This is an optimization exercise on Yosys and OpenROAD, whose aim is a short achievable clock period and few clock cycles, not a production implementation.
In this exercise RTL edits were held to simulation tests only and were not proved equivalent to the original.
Power figures rest on the tool's default switching activity, not on a simulated workload.

v6:
## cpu_top
module cpu_top
(
  input  logic                   clk,
  input  logic                   reset,
  input  logic [16-1:0] instr_word,
  output logic [10-1:0]   iaddr,
  input  logic                   wb_ack_i,
  input  logic [16-1:0] wb_dat_i,
  output logic                   wb_cyc_o,
  output logic                   wb_stb_o,
  output logic                   wb_we_o,
  output logic [16-1:0]  wb_adr_o,
  output logic [16-1:0] wb_dat_o,
  output logic                   halted
);
Size in the first run: roughly 450 flip-flops, roughly 81 I/O pins, ~0.023 mm^2 of cells after synthesis.
Settings: LEC_CHECK=0, ABC_CLOCK_PERIOD_IN_PS=2000, CAP_MARGIN=20, CORE_MARGIN=2, CORE_UTILIZATION=40, SETUP_SLACK_MARGIN=5, SLEW_MARGIN=20, TNS_END_PERCENT=100; clock period 7.0 ns.
run.sh (not shown) runs the stock make flow with config.mk's settings and CLKGATE_MAP_FILE= SYNTH_SCRIPT=/design/flow/synth_recipe.tcl, a recipe that flattens the netlist after the stock synthesis.
Testbench counts of v6, summed over its fixed seeds: cycles 41,800.
Input changes introduced in v7 (baseline for comparison: v6):
--- a/flow/design.v
+++ b/flow/design.v
@@ -173,44 +173,20 @@
     if (op[2])
       lg = a | b;
     if (op[3])
       lg = p;
     if (op[4])
       lg = ld;
   end
   assign y     = op[0] ? ((p ^ {W{inv}}) ^ c) : lg;
   assign y_inv = op[0] ? ((p ^ {W{inv ^ d_inv}}) ^ c) : (lg ^ {W{d_inv}});
 endmodule
-module cpu_flag_terms
-(
-  input  logic [4:0]             op,
-  input  logic [16-1:0] a,
-  input  logic [16-1:0] b,
-  output logic [16-1:0] zt
-);
-  localparam int W = 16;
-  logic [W-1:0] p;
-  logic [W-1:0] g;
-  logic [W-1:0] o;
-  assign p = a ^ b;
-  assign g = a & b;
-  assign o = a | b;
-  always_comb
-  begin
-    for (int i = 0; i < W; i++)
-      zt[i] = (op[0] && (p[i] == ((i == 0) ? 1'b0 : o[i-1]))) ||
-              (op[1] && p[i]) ||
-              (op[2] && !g[i]) ||
-              (op[3] && !o[i]) ||
-              (op[4] && !p[i]);
-  end
-endmodule
 module cpu_io_master
 (
   input  logic                   clk,
   input  logic                   reset,
   input  logic                   start,
   input  logic                   load,
   input  logic                   start_we,
   input  logic [16-1:0]  adr,
   input  logic [16-1:0] wdata,
   input  logic                   wb_ack_i,
@@ -258,20 +234,21 @@
   input  logic                    w_zero,
   input  logic                    e_zero,
   input  logic                    e_exact,
   output logic                    f_take,
   output logic                    redirect,
   output logic [10-1:0]    redirect_pc,
   output logic [16-1:0] ir_o,
   output logic                    d_ldi,
   output logic                    d_sub,
   output logic [4:0]              d_op,
+  output logic                    d_eqz,
   output logic [(1 << 4)-1:1]    d_sa,
   output logic [(1 << 4)-1:1]    d_sb,
   output logic                    d_fe_a,
   output logic                    d_fe_b,
   output logic                    d_fw_a,
   output logic                    d_fw_b,
   output logic                    bus_start,
   output logic                    bus_load,
   output logic                    bus_we,
   output logic [4:0]              e_op,
@@ -323,20 +300,21 @@
   assign d_ldi  = (ir.opcode == cpu_isa_pkg::LDI);
   assign d_sub  = (ir.opcode == cpu_isa_pkg::SUB);
   assign d_ld   = (ir.opcode == cpu_isa_pkg::LD);
   assign d_st   = (ir.opcode == cpu_isa_pkg::ST);
   assign d_halt = (ir.opcode == cpu_isa_pkg::HALT);
   assign d_jz   = (ir.opcode == cpu_isa_pkg::JZ);
   assign d_jnz  = (ir.opcode == cpu_isa_pkg::JNZ);
   assign d_cond = v_d && (d_jz || d_jnz);
   assign d_sf   = v_d && d_alu;
   assign d_we   = v_d && (d_alu || d_ldi || d_ld) && (ir.rd != '0);
+  assign d_eqz = d_sub || (ir.opcode == cpu_isa_pkg::XOR);
   assign d_op = {ir.opcode == cpu_isa_pkg::XOR, ir.opcode == cpu_isa_pkg::OR,
                  ir.opcode == cpu_isa_pkg::AND, d_sub, ir.opcode == cpu_isa_pkg::ADD};
   assign e_take = e_jz ? w_zero : !w_zero;
   assign red_e  = e_br && (e_take != e_pred);
   assign flag_e = e_sf ? e_zero : flag_w;
   assign d_known = !e_sf || e_exact;
   assign d_take  = d_jz ? flag_e : !flag_e;
   assign red_d   = d_cond && d_known && (d_take != pred_d);
   assign d_go    = v_d && !red_e;
   assign redirect    = red_e || red_d;
@@ -451,20 +429,21 @@
   logic [4:0]             e_op;
   logic                   e_inv;
   logic                   e_we;
   logic [4-1:0]  e_rd;
   logic                   w_zero;
   logic [4:0]             d_op;
   logic [16-1:0] zt_d;
   logic [16-1:0] zt_q;
   logic                   zx_q;
   logic                   e_zero;
+  logic                   d_eqz;
   logic [16-1:0] e_y;
   logic [16-1:0] e_y_inv;
   logic                   w_we;
   logic [4-1:0]  w_rd;
   logic [16-1:0] w_y;
   logic [16-1:0] rf_a;
   logic [16-1:0] rf_b;
   logic [16-1:0] ea;
   logic [16-1:0] eb;
   logic                   fe_a;
@@ -499,20 +478,21 @@
     .w_zero      (w_zero),
     .e_zero      (e_zero),
     .e_exact     (zx_q),
     .f_take      (f_take),
     .redirect    (redirect),
     .redirect_pc (redirect_pc),
     .ir_o        (ir),
     .d_ldi       (d_ldi),
     .d_sub       (d_sub),
     .d_op        (d_op),
+    .d_eqz       (d_eqz),
     .bus_start   (bus_start),
     .bus_load    (bus_load),
     .bus_we      (bus_we),
     .d_sa        (d_sa),
     .d_sb        (d_sb),
     .d_fe_a      (d_fe_a),
     .d_fe_b      (d_fe_b),
     .d_fw_a      (d_fw_a),
     .d_fw_b      (d_fw_b),
     .e_op        (e_op),
@@ -551,34 +531,29 @@
     ea = (w_we && d_fw_a) ? w_y : rf_a;
     eb = (w_we && d_fw_b) ? w_y : rf_b;
     if (d_ldi)
     begin
       ea = '0;
       eb = {{(16-8){ir.ra[3]}}, ir.ra, ir.rb};
     end
   end
   assign fe_a = d_fe_a;
   assign fe_b = d_fe_b;
-  cpu_flag_terms u_flag_terms (
-    .op (d_op),
-    .a  (ea ^ {16{d_sub}}),
-    .b  (eb),
-    .zt (zt_d)
-  );
+  assign zt_d = ~(ea ^ eb);
   assign a_n = fe_a ? e_y_inv : (ea ^ {16{d_sub}});
   assign b_n = fe_b ? e_y : eb;
   always_ff @(posedge clk)
   begin
     a_q  <= a_n;
     b_q  <= b_n;
     zt_q <= zt_d;
-    zx_q <= !(fe_a || fe_b);
+    zx_q <= !(fe_a || fe_b) && d_eqz;
   end
   cpu_alu u_alu (
     .op    (e_op),
     .inv   (e_inv),
     .d_inv (d_sub),
     .a     (a_q),
     .b     (b_q),
     .ld    (wb_dat_i),
     .y     (e_y),
     .y_inv (e_y_inv)
Results
Higher final cell count among v6 and v7: v6
Looking at final hold slack across v6 and v7, the one that comes out lower is v6.
On worst setup slack before clock tree synthesis: v7 sits above v6.
Relative to v6, final critical delay including setup and external delays decreased by 26 ps in v7.
Upper clock frequency limit for v7: 0.0038 GHz up relative to v6
On mean number of vias per cell, v6 and v7 are basically level.
Relative to v6, count of clock-buffer cells in the layout increased by about 1.7% in v7.
v7: number of instances in the synthesized netlist 179 below v6
For the largest clock skew in the final design, v7 came in 19 ps higher than v6 did.
Looking at power spent charging and discharging nets across both flows, v7 is the stronger of the two, with v6 trailing.
Part of the power in the clock network: lower on v6
On normalized max-slew margin, v7 does better than v6.
Largest power group = sequential cells: v7; largest power group = combinational logic: v6
Testbench counts of v7, summed over its fixed seeds: cycles 41,896.

-- what the ideal ports hide --
In the flow no input, the clock included, has a driving cell. The finished layouts below were timed again as built, in two steps.
Step 1 (the two cells are an assumption about what drives the block):
set clk [get_ports {clk}]
set_driving_cell -lib_cell sky130_fd_sc_hd__clkbuf_16 $clk
set_driving_cell -lib_cell sky130_fd_sc_hd__buf_2 [delete_from_list [all_inputs] $clk]
Step 2, shift: input delay + t, output delay - t, t = (earliest + latest rising clock arrival at the registers) / 2. This alone moves slack from input paths to output paths.
Slacks: ideal ports / drivers / drivers and shift; pairs: ideal ports / drivers.
| run | shift t [ns] | setup WS [ns] | worst data-port slew with drivers (ns) | pins driven straight from the clock port |
|---|---|---|---|---|
| v6 | 0.661 | 4.374 / 4.343 / 4.007 | 0.04 | 1 |
| v7 | 0.665 | 4.400 / 4.343 / 3.920 | 0.06 | 1 |
After both steps every run listed still meets setup and hold. For v7, which loses most, drivers alone change the setup slack by -0.057 ns; drivers and shift together by -0.480 ns.
